Background: an optimization exercise with open tools, aiming at small area, a short achievable clock period and few clock cycles. Do not read the settings as production practice.
The RTL was checked by simulation tests, not by an equivalence proof against the original design.

$ cat design/flow/run.sh
#!/bin/bash
# synth_recipe.tcl (not shown) runs the flow's synth.tcl, then flattens the netlist and writes it again
# the make line also repeats each setting of config.mk as NAME=value (left out here)
make -C /OpenROAD-flow-scripts/flow DESIGN_CONFIG=/design/flow/config.mk WORK_HOME=/design/flow/orfs CLKGATE_MAP_FILE= SYNTH_SCRIPT=/design/flow/synth_recipe.tcl finish
$ cat design/flow/config.mk
export PLATFORM = sky130hd
export DESIGN_NAME = camera_smooth_approach
export DESIGN_NICKNAME = camera_smooth_approach
export VERILOG_FILES = /design/flow/design.v
export SDC_FILE = /design/flow/constraint.sdc
export NUM_CORES = 4
export LEC_CHECK = 0
export CAP_MARGIN = 20
export CORE_MARGIN = 2
export CORE_UTILIZATION = 40
export SLEW_MARGIN = 20
$ cat design/flow/constraint.sdc
create_clock -name core_clock -period 9.0 [get_ports {clk}]
set_input_delay 1.8000 -clock core_clock [delete_from_list [all_inputs] [get_ports {clk}]]
set_output_delay 1.8000 -clock core_clock [all_outputs]
set_load 0.01 [all_outputs]
$ cat design/flow/design.v
package csa_pkg;
	localparam logic [1:0] OP_TICK   = 2'd0;
	localparam logic [1:0] OP_TARGET = 2'd1;
	localparam logic [1:0] OP_EFFECT = 2'd2;
	localparam logic [2:0] REG_MIN_X = 3'd0;
	localparam logic [2:0] REG_MAX_X = 3'd1;
	localparam logic [2:0] REG_MIN_Y = 3'd2;
	localparam logic [2:0] REG_MAX_Y = 3'd3;
	localparam logic [2:0] REG_MIN_Z = 3'd4;
	localparam logic [2:0] REG_MAX_Z = 3'd5;
	localparam int US_BITS  = 20;
	localparam int DEN_BITS = 22;
	localparam logic [31:0] BOUND_LO_RST = 32'h8000_0000;
	localparam logic [31:0] BOUND_HI_RST = 32'h7FFF_FFFF;
	typedef struct packed {
		logic       load;
		logic       div_start;
		logic       div_sel;
		logic       m_load;
		logic       rate_set;
		logic       rate_div;
		logic       mul_en;
		logic [3:0] step;
		logic       clamp;
		logic       snap;
		logic       finish;
		logic       out_load;
	} cmd_t;
	typedef struct packed {
		logic op_tick;
		logic us_zero;
		logic m_zero;
		logic div_done;
	} sts_t;
endpackage
import csa_pkg::*;
module camera_smooth_approach #(
	parameter int FRAC_BITS  = 16,
	parameter int COORD_BITS = 32
) (
	input  logic                         clk,
	input  logic                         arst_n,
	input  logic                         cfg_we,
	input  logic [2:0]                   cfg_idx,
	input  logic [31:0]                  cfg_data,
	input  logic                         in_valid,
	output logic                         in_ready,
	input  logic [1:0]                   op,
	input  logic [19:0]                  elapsed_us,
	input  logic signed [COORD_BITS-1:0] pos_x,
	input  logic signed [COORD_BITS-1:0] pos_y,
	input  logic signed [COORD_BITS-1:0] pos_z,
	input  logic signed [COORD_BITS-1:0] end_x,
	input  logic signed [COORD_BITS-1:0] end_y,
	input  logic signed [COORD_BITS-1:0] end_z,
	output logic                         out_valid,
	input  logic                         out_ready,
	output logic signed [COORD_BITS-1:0] cam_x_out,
	output logic signed [COORD_BITS-1:0] cam_y_out,
	output logic signed [COORD_BITS-1:0] cam_z_out,
	output logic                         bounced,
	output logic                         arrived,
	output logic [2:0]                   phase_out
);
	localparam logic [2:0] S_IDLE = 3'd0;
	localparam logic [2:0] S_D1   = 3'd1;
	localparam logic [2:0] S_D2   = 3'd2;
	localparam logic [2:0] S_F1   = 3'd3;
	localparam logic [2:0] S_F2   = 3'd4;
	localparam logic [20:0] N_MEGA = 21'd1000000;
	localparam logic [20:0] N_FAST = 21'd163840;
	localparam logic [20:0] N_SLOW = 21'd21845;
	localparam logic [20:0] N_ZERO = 21'd15603;
	logic [2:0][31:0] cam_q, tgt_q, ws_q, we_q, lo_q, hi_q;
	logic [2:0]       ph_q;
	logic [2:0] st_q;
	logic       pend_q;      
	logic       ov_q;
	logic       res_bnc_q, res_arr_q;
	logic [2:0] res_ph_q;
	logic       pf_q;        
	logic       full_q;      
	logic       hfirst_q;
	logic       there_q;
	logic [19:0] dv_rem_q, dv_d_q, dv_q_q;
	logic [2:0]  dv_cnt_q;
	logic [1:0]  dv_n_q;
	logic        uz_q, big1_q, big3_q;
	logic [2:0]  c2f_q, c2s_q;
	logic [19:0] r2f_q, r2s_q;
	logic [2:0][47:0] hs_q, hc_q;
	logic [2:0][31:0] hg_q;
	logic [2:0]       hup_q;
	logic [2:0]       hb_q;
	assign in_ready  = !pend_q && (st_q == S_IDLE || st_q == S_F2);
	assign out_valid = ov_q;
	assign cam_x_out = cam_q[0];
	assign cam_y_out = cam_q[1];
	assign cam_z_out = cam_q[2];
	assign bounced   = res_bnc_q;
	assign arrived   = res_arr_q;
	assign phase_out = res_ph_q;
	wire acc      = in_valid && in_ready;
	wire is_tick  = op == 2'd0;
	wire acc_tick = acc && is_tick;
	wire acc_oth  = acc && !is_tick;
	function automatic logic [20:0] nconst(input logic [1:0] n);
		case (n)
			2'd0:    nconst = N_MEGA;
			2'd1:    nconst = N_FAST;
			2'd2:    nconst = N_SLOW;
			default: nconst = N_ZERO;
		endcase
	endfunction
	logic [2:0]  nb;
	logic [2:0]  qb;
	logic [19:0] rem_n;
	logic [19:0] q_n;
	always_comb begin
		logic [20:0] nk;
		logic [20:0] trial;
		logic [19:0] r;
		nk = nconst(dv_n_q);
		case (dv_cnt_q)
			3'd1:    nb = nk[2:0];
			3'd2:    nb = nk[5:3];
			3'd3:    nb = nk[8:6];
			3'd4:    nb = nk[11:9];
			3'd5:    nb = nk[14:12];
			3'd6:    nb = nk[17:15];
			3'd7:    nb = nk[20:18];
			default: nb = 3'd0;
		endcase
		r = dv_rem_q;
		for (int k = 0; k < 3; k++) begin
			trial = {r, nb[2-k]};
			if (trial >= {1'b0, dv_d_q}) begin
				r       = 20'(trial - {1'b0, dv_d_q});
				qb[2-k] = 1'b1;
			end else begin
				r       = trial[19:0];
				qb[2-k] = 1'b0;
			end
		end
		rem_n = r;
		q_n   = {dv_q_q[16:0], qb};
	end
	function automatic logic [2:0] cyc1(input logic [4:0] b);
		if (b >= 5'd17)      cyc1 = 3'd1;
		else if (b >= 5'd14) cyc1 = 3'd2;
		else if (b >= 5'd11) cyc1 = 3'd3;
		else if (b >= 5'd8)  cyc1 = 3'd4;
		else if (b >= 5'd5)  cyc1 = 3'd5;
		else if (b >= 5'd2)  cyc1 = 3'd6;
		else                 cyc1 = 3'd7;
	endfunction
	function automatic logic [2:0] cyc2f(input logic [4:0] b);
		if (b >= 5'd16)      cyc2f = 3'd6;
		else if (b >= 5'd13) cyc2f = 3'd5;
		else if (b >= 5'd10) cyc2f = 3'd4;
		else if (b >= 5'd7)  cyc2f = 3'd3;
		else if (b >= 5'd4)  cyc2f = 3'd2;
		else                 cyc2f = 3'd1;
	endfunction
	function automatic logic [2:0] cyc2s(input logic [4:0] b);
		if (b >= 5'd16)      cyc2s = 3'd5;
		else if (b >= 5'd13) cyc2s = 3'd4;
		else if (b >= 5'd10) cyc2s = 3'd3;
		else if (b >= 5'd7)  cyc2s = 3'd2;
		else                 cyc2s = 3'd1;
	endfunction
	function automatic logic [19:0] rem0(input logic [1:0] n, input logic [2:0] c);
		logic [20:0] nk;
		nk = nconst(n);
		case (c)
			3'd1:    rem0 = 20'(nk >> 3);
			3'd2:    rem0 = 20'(nk >> 6);
			3'd3:    rem0 = 20'(nk >> 9);
			3'd4:    rem0 = 20'(nk >> 12);
			3'd5:    rem0 = 20'(nk >> 15);
			3'd6:    rem0 = 20'(nk >> 18);
			default: rem0 = 20'd0;
		endcase
	endfunction
	logic [4:0]  pb1;
	logic [2:0]  pc1;
	logic [19:0] prem1;
	logic        puz, pbig1, pbig3;
	always_comb begin
		pb1 = 5'd0;
		for (int i = 0; i < 20; i++)
			if (elapsed_us[i]) pb1 = 5'(i);
		puz   = elapsed_us == 20'd0;
		pbig1 = elapsed_us > 20'd1000000;
		pbig3 = elapsed_us >= 20'd333334;
		pc1   = cyc1(pb1);
		prem1 = rem0(2'd0, pc1);
		if (puz || pbig1) pc1 = 3'd0;
	end
	logic        slow_sel;
	logic [19:0] m_in;
	logic        s_full;
	logic [1:0]  s_n;
	logic [2:0]  s_c;
	logic [19:0] s_rem, s_d;
	always_comb begin
		s_full = big1_q || (!slow_sel && (uz_q || big3_q));
		if (slow_sel && uz_q) begin
			s_n   = 2'd3;
			s_c   = 3'd5;
			s_d   = 20'd1;
			s_rem = 20'd0;
		end else if (slow_sel) begin
			s_n   = 2'd2;
			s_c   = c2s_q;
			s_d   = m_in;
			s_rem = r2s_q;
		end else begin
			s_n   = 2'd1;
			s_c   = c2f_q;
			s_d   = m_in;
			s_rem = r2f_q;
		end
	end
	function automatic logic [95:0] hstep(input logic [47:0] s, input logic [47:0] c,
			input logic [31:0] g, input logic [2:0] b);
		logic [47:0] a0, a1, a2, x, y, s1, c1, s2, c2, s3, c3;
		a0 = b[2] ? {14'd0, g, 2'd0} : 48'd0;
		a1 = b[1] ? {15'd0, g, 1'd0} : 48'd0;
		a2 = b[0] ? {16'd0, g}       : 48'd0;
		x  = s << 3;
		y  = c << 3;
		s1 = x ^ y ^ a0;
		c1 = ((x & y) | (x & a0) | (y & a0)) << 1;
		s2 = s1 ^ c1 ^ a1;
		c2 = ((s1 & c1) | (s1 & a1) | (c1 & a1)) << 1;
		s3 = s2 ^ c2 ^ a2;
		c3 = ((s2 & c2) | (s2 & a2) | (c2 & a2)) << 1;
		hstep = {s3, c3};
	endfunction
	logic [2:0][47:0] hs_n, hc_n;
	logic [2:0][31:0] cam_mv;
	always_comb begin
		logic [47:0] s, c, r0, r1, r2, t0, t1, sum;
		for (int a = 0; a < 3; a++) begin
			{s, c} = hstep(hs_q[a], hc_q[a], hg_q[a], hb_q);
			hs_n[a] = s;
			hc_n[a] = c;
			if (hup_q[a]) begin
				r0 = {cam_q[a], 16'h0000};
				r1 = s;
				r2 = c;
			end else begin
				r0 = {32'(cam_q[a] + 32'd1), 16'h0001};
				r1 = ~s;
				r2 = ~c;
			end
			t0  = r0 ^ r1 ^ r2;
			t1  = ((r0 & r1) | (r0 & r2) | (r1 & r2)) << 1;
			sum = t0 + t1;
			cam_mv[a] = full_q ? tgt_q[a] : sum[47:16];
		end
	end
	logic [2:0][31:0] cam_f, tgt_f;
	logic [2:0]       p_c;
	logic             match_c, bnc_c;
	always_comb begin
		logic [31:0] nt;
		logic        cl, ch, sn;
		logic [32:0] dif;
		logic [2:0]  p4;
		match_c = 1'b1;
		bnc_c   = 1'b0;
		for (int a = 0; a < 3; a++) begin
			case (ph_q)
				3'd1:    nt = ws_q[a];
				3'd3:    nt = we_q[a];
				default: nt = tgt_q[a];
			endcase
			cl  = $signed(cam_q[a]) < $signed(lo_q[a]);
			ch  = $signed(cam_q[a]) > $signed(hi_q[a]);
			dif = {nt[31], nt} - {cam_q[a][31], cam_q[a]};
			sn  = ($signed(dif) <= 33'sd327) && ($signed(dif) >= -33'sd327);
			if (cl) begin
				cam_f[a] = lo_q[a];
				tgt_f[a] = lo_q[a];
			end else if (ch) begin
				cam_f[a] = hi_q[a];
				tgt_f[a] = hi_q[a];
			end else begin
				cam_f[a] = sn ? nt : cam_q[a];
				tgt_f[a] = nt;
			end
			match_c = match_c & (cl | ch | sn);
			bnc_c   = bnc_c | cl | ch;
		end
		case (ph_q)
			3'd1:    p4 = 3'd2;
			3'd2:    p4 = there_q ? 3'd3 : 3'd2;
			3'd3:    p4 = 3'd4;
			3'd4:    p4 = there_q ? 3'd0 : 3'd4;
			default: p4 = 3'd0;
		endcase
		p_c = match_c ? 3'd0 : p4;
	end
	assign slow_sel = (st_q == S_F2) ? (p_c >= 3'd2) : (ph_q >= 3'd2);
	wire cam_eq_tgt = cam_q == tgt_q;
	wire f1_go      = !(ov_q && !out_ready);
	wire d1_done = dv_cnt_q <= 3'd1;
	assign m_in  = (dv_cnt_q == 3'd1) ? q_n : dv_q_q;
	always_ff @(posedge clk or negedge arst_n) begin
		if (!arst_n) begin
			st_q     <= S_IDLE;
			pend_q   <= 1'b0;
			ov_q     <= 1'b0;
			pf_q     <= 1'b0;
		end else begin
			if (st_q == S_F2) begin
				ov_q <= 1'b1;
			end else if (pend_q && (!ov_q || out_ready)) begin
				ov_q   <= 1'b1;
				pend_q <= 1'b0;
			end else if (out_ready) begin
				ov_q <= 1'b0;
			end
			if (acc_oth)
				pend_q <= 1'b1;
			case (st_q)
				S_D1: if (d1_done) st_q <= s_full ? S_F1 : S_D2;
				S_D2: if (dv_cnt_q == 3'd1) st_q <= S_F1;
				S_F1: if (f1_go) st_q <= S_F2;
				default: begin  
					st_q <= S_IDLE;
					if (acc_tick) begin
						if (pf_q && d1_done)
							st_q <= s_full ? S_F1 : S_D2;
						else
							st_q <= S_D1;
					end
				end
			endcase
			if (st_q == S_D1 || (st_q == S_D2 && dv_cnt_q != 3'd1))
				pf_q <= 1'b0;
			else if (acc)
				pf_q <= 1'b0;
			else
				pf_q <= in_valid && is_tick;
		end
	end
	wire dv_busy   = st_q == S_D1 || (st_q == S_D2 && dv_cnt_q != 3'd1);
	wire go_setup  = (st_q == S_D1 && d1_done) ||
	                 ((st_q == S_IDLE || st_q == S_F2) && acc_tick && pf_q && d1_done);
	wire go_init   = !dv_busy && !go_setup && in_valid && is_tick && !pf_q;
	wire go_iter   = (dv_busy || (pf_q && in_valid)) && dv_cnt_q != 3'd0;
	always_ff @(posedge clk) begin
		if (go_setup) begin
			dv_n_q   <= s_n;
			dv_cnt_q <= s_c;
			dv_rem_q <= s_rem;
			dv_d_q   <= s_d;
			dv_q_q   <= 20'd0;
			full_q   <= s_full;
			hfirst_q <= 1'b1;
		end else if (go_init) begin
			dv_n_q   <= 2'd0;
			dv_cnt_q <= pc1;
			dv_rem_q <= prem1;
			dv_d_q   <= elapsed_us;
			dv_q_q   <= 20'd0;
			uz_q     <= puz;
			big1_q   <= pbig1;
			big3_q   <= pbig3;
			c2f_q    <= cyc2f(pb1);
			c2s_q    <= cyc2s(pb1);
			r2f_q    <= rem0(2'd1, cyc2f(pb1));
			r2s_q    <= rem0(2'd2, cyc2s(pb1));
		end else if (go_iter) begin
			dv_cnt_q <= dv_cnt_q - 3'd1;
			dv_rem_q <= rem_n;
			dv_q_q   <= q_n;
		end
		if (st_q == S_D2) begin
			hb_q     <= qb;
			hfirst_q <= 1'b0;
			for (int a = 0; a < 3; a++) begin
				if (hfirst_q) begin
					hs_q[a]  <= 48'd0;
					hc_q[a]  <= 48'd0;
					hup_q[a] <= $signed(tgt_q[a]) > $signed(cam_q[a]);
					hg_q[a]  <= $signed(tgt_q[a]) > $signed(cam_q[a]) ?
					            32'(tgt_q[a] - cam_q[a]) : 32'(cam_q[a] - tgt_q[a]);
				end else begin
					hs_q[a] <= hs_n[a];
					hc_q[a] <= hc_n[a];
				end
			end
		end
		if (st_q == S_F1)
			there_q <= cam_eq_tgt;
		if (st_q == S_F2) begin
			res_bnc_q <= bnc_c;
			res_arr_q <= match_c;
			res_ph_q  <= p_c;
		end else if (pend_q && (!ov_q || out_ready)) begin
			res_bnc_q <= 1'b0;
			res_arr_q <= cam_eq_tgt;
			res_ph_q  <= ph_q;
		end
		if (acc_oth && op == 2'd2) begin
			ws_q <= {pos_z, pos_y, pos_x};
			we_q <= {end_z, end_y, end_x};
		end
	end
	always_ff @(posedge clk or negedge arst_n) begin
		if (!arst_n) begin
			for (int a = 0; a < 3; a++) begin
				cam_q[a] <= 32'd0;
				tgt_q[a] <= 32'd0;
				lo_q[a]  <= 32'h8000_0000;
				hi_q[a]  <= 32'h7FFF_FFFF;
			end
			ph_q <= 3'd0;
		end else begin
			if (cfg_we) begin
				case (cfg_idx)
					3'd0: lo_q[0] <= cfg_data;
					3'd1: hi_q[0] <= cfg_data;
					3'd2: lo_q[1] <= cfg_data;
					3'd3: hi_q[1] <= cfg_data;
					3'd4: lo_q[2] <= cfg_data;
					3'd5: hi_q[2] <= cfg_data;
					default: ;
				endcase
			end
			if (st_q == S_F1 && f1_go)
				cam_q <= cam_mv;
			if (st_q == S_F2) begin
				cam_q <= cam_f;
				tgt_q <= tgt_f;
				ph_q  <= p_c;
			end
			if (acc_oth) begin
				if (op == 2'd1) begin
					tgt_q <= {pos_z, pos_y, pos_x};
					ph_q  <= 3'd0;
				end else if (op == 2'd2) begin
					ph_q  <= 3'd1;
				end
			end
		end
	end
endmodule
==> impl_metrics.yaml <==
outcome:
  outcome: "complete, no violations"
cells_and_area:
  num-fill-cells: 21620
  drive_gt1_share_pct: 6.882
  layout.cells.non_filler: 13232
  layout.nets: 11602
  design_area_sq_mm: 0.1019
  syn_to_final_growth_pct: 12.91
  finish.utilization_pct: 45.39
logic_synthesis:
  syn-mean-instance-area_sq_um: 9.084
  syn_inst: 9934
  ys_seq_area_share_pct: 32.40
  netlist_area_sq_mm: 0.09024
  yosys_most_used_dff: "edfxtp_1"
  yosysTopAreaCellShare_pct: 20.90
  yosysTopAreaCell: "edfxtp_1"
  synth-seq-cells: 1042
  synth-edff-count: 628
  synthArstFlopShare_pct: 37.72
  ys_top_cells_by_area: "edfxtp_1, ha_1, dfrtp_1"
  synth_nets: 11417
  ys.warnings.count: 1
  synth.distinct_cells: 93
timing:
  fin_setup_tns_ps: 0
  hold_viol: 0
  holdWs_ps: 506.8
  period_share_pct: 95.50
  fmax_mhz: 116.3
  finClkSkew_ps: 42.42
  relSlewSlack_pct: 13.04
  setup_viol: 0
  fin_crit_ps: 8595
  worst_slew_pin_slew_ps: 1304
  final_max_slew_viol_count: 0
floorplanning:
  die_h_um: 479.0
  die_area_sq_mm: 0.2294
  placementRows: 174
  start_util_pct: 40.20
  die_x_um: 479.0
  core_sq_mm: 0.2245
  num_io_pins: 357
critical_path:
  worst-path-max-fanout: 23
  startpoint_type: "flop"
  cp.arrival_ps: 9130
  critPathKind: "reg2reg"
  cpMaxStageDelayCell: "a2111o_1"
  critPathRequiredTime_ps: 9530
  end_kind: "flop"
  cp_slowest_stage_delay_ps: 470
drt:
  vias_per_cell: 5.784
  routedWlPerCell_um: 25.48
  drc: 0
  dr.pass1.iters: 7
  totalWireLength_mm: 337.2
  vias: 76539
  antenna_left: 0
  drtIter0Drc: 7824
clock_network:
  clkSlewWorstSetupHoldPaths_ps: 60
  clkLatencyLatePin_ps: 810
  cts_max_level: 4
  clockRootBuffer: "clkbuf_16"
  clock-sinks: 1042
  clk_path_buf_depth: 3
  numCtsBuffers: 135
  cts_tree: "yes"
  cts_hold_buf: 0
grt:
  grt_start_max_net_pins: 157
  grt_overflow: 0
  antenna_found_initial: 30
  grt_usage_pct: 28.79
  grt_pass1_vias: 74945
  grt_pass1_wl_mm: 497.4
min_path:
  hp-class: "reg2reg"
place:
  port_buffers: 356
  dp_hpwl_mm: 268.0
  place.gp.congestion: 0.9808
  dpl.cell_count: 12962
  post_dp_cell_area_sq_mm: 0.09719
job:
  drv_cap: 0
[per-stage QoR]
stage               setup slack, ps
floorplan                     556.2
global placement              132.3
detailed placement            11.90
CTS                           64.27
global route                 -2.909
finish                        404.8
[worst paths after layout]
path / cells past startpoint / slack [ps] / from / end
setup reg to reg: 39 / 400 / dv_cnt_q[0] / dv_rem_q[0]
setup / recovery: 39 / 400 / dv_cnt_q[0] / dv_rem_q[0]
hold / removal: 2 / 510 / dv_q_q[18] / dv_q_q[18]
max in group asynchronous: 3 / 5760 / arst_n / tgt_q[34]
min in group asynchronous: 1 / 1040 / arst_n / tgt_q[15]
hold reg to reg: 2 / 510 / dv_q_q[18] / dv_q_q[18]
[cells in the final DEF (no fill, tap or decap), drive strengths merged, types with 354 or more instances in the layout]
master | netlist | final
inv | 906 | 913
a21oi | 730 | 730
o21ai | 813 | 813
xnor2 | 372 | 372
ha | 863 | 863
nand2 | 1045 | 1045
edfxtp | 628 | 628
clkdlybuf4s50 | 0 | 354
nor2 | 696 | 696
fa | 366 | 366
[state kept, by name (all words and copies together) (netlist names), 96 cells and up]
signal / flops
hs_q: 135
hc_q: 129
cam_q: 96
hg_q: 96
hi_q: 96
lo_q: 96
tgt_q: 96
we_q: 96
ws_q: 96
[routing by layer]
metal	GRT usage (%)	vias to the layer above	share of wire, %
met5	0	-	0.011
met4	10.70	6	4.1
met3	5.740	441	8.8
met2	42.53	3240	42
met1	41.41	37762	45
li1	-	35090	-
[final cells by class]
cell class / count / area [sq um] / share of cell area, %
diodes: 10 / 25.02 / 0.02456
clock buffers: 192 / 3816 / 3.746
clock inverters: 56 / 625.6 / 0.6140
inverters: 908 / 3408 / 3.345
multi-input cells: 7532 / 56150 / 55.11
flip-flops and latches: 1042 / 29240 / 28.70
well taps: 2992 / 3744 / 3.674
repair buffers: 500 / 4876 / 4.786
[synthesized netlist by cell type (24+ instances only)]
library cell     n
nand2_1       1045
inv_1          905
ha_1           863
o21ai_0        780
a21oi_1        730
nor2_1         695
edfxtp_1       628
clkbuf_1       384
xnor2_1        372
fa_1           366
dfrtp_1        297
xor2_1         272
a21o_1         262
mux2i_1        218
mux2_2         167
nor2b_1        164
and2_1         155
nand3_1        145
nand4_1        143
nor3_1         134
dfstp_2         96
a211oi_1        92
o21bai_1        82
o211ai_1        70
o21a_1          65
nand2b_1        57
buf_1           54
and3_1          53
a31oi_1         51
nor4_1          41
or3_1           37
o31ai_1         36
o21ai_1         33
a221oi_1        30
a2111oi_0       25
a21boi_0        24
[critical path, delay by kind of cell (launching register included)]
| kind | cells | cell delay (ps) |
|---|---|---|
| buf+inv | 5 | 860 |
| flops | 1 | 420 |
| mux | 3 | 750 |
| compound gates | 21 | 4630 |
| simple gates | 6 | 620 |
| fa+ha+maj | 4 | 1020 |
[timing repair]
action                     4_1_cts  5_1_grt
buffers inserted                 0       10
cloned                           0        1
pin swaps                        0        9
setup endpoints to repair        1       22
resized for setup                2       25
[cells by family after synthesis]
kind of cell / share of synthesized area [%]
AOI/OAI and AO/OA: 16.84
xor gates and xnor gates: 6.251
adders and majority gates: 20.09
buffers and inverters: 5.695
DFF: 32.40
muxes: 4.502
and+or+nand+nor: 14.23
Testbench counts, summed over its fixed seeds: cycles 10,496.

[static timing again, ports no longer ideal]
How much do the figures lean on ideal ports? The routed layout below was timed once more, with nothing changed but the port constraints. Step 1, drivers: a clkbuf_16 drives clk and a buf_2 each remaining input, both assumed. Step 2 moves the port delays by t, midway between the first and last clock arrival at a register: inputs arrive t later, outputs are due t later. That takes back most of the time a late clock gives input paths. Three values: ideal, step 1, step 2; two values: the first two.
t, ns: 0.877
setup WS [ns]: 0.405 / 0.405 / 0.405
latest minus earliest clock arrival (ns): 0.049 / 0.049
worst slew at a driven data input, ns: 0.09
After both steps this run still meets setup and hold. The setup slack of this run moves by 0.000 ns with the drivers and by 0.000 ns with both steps.
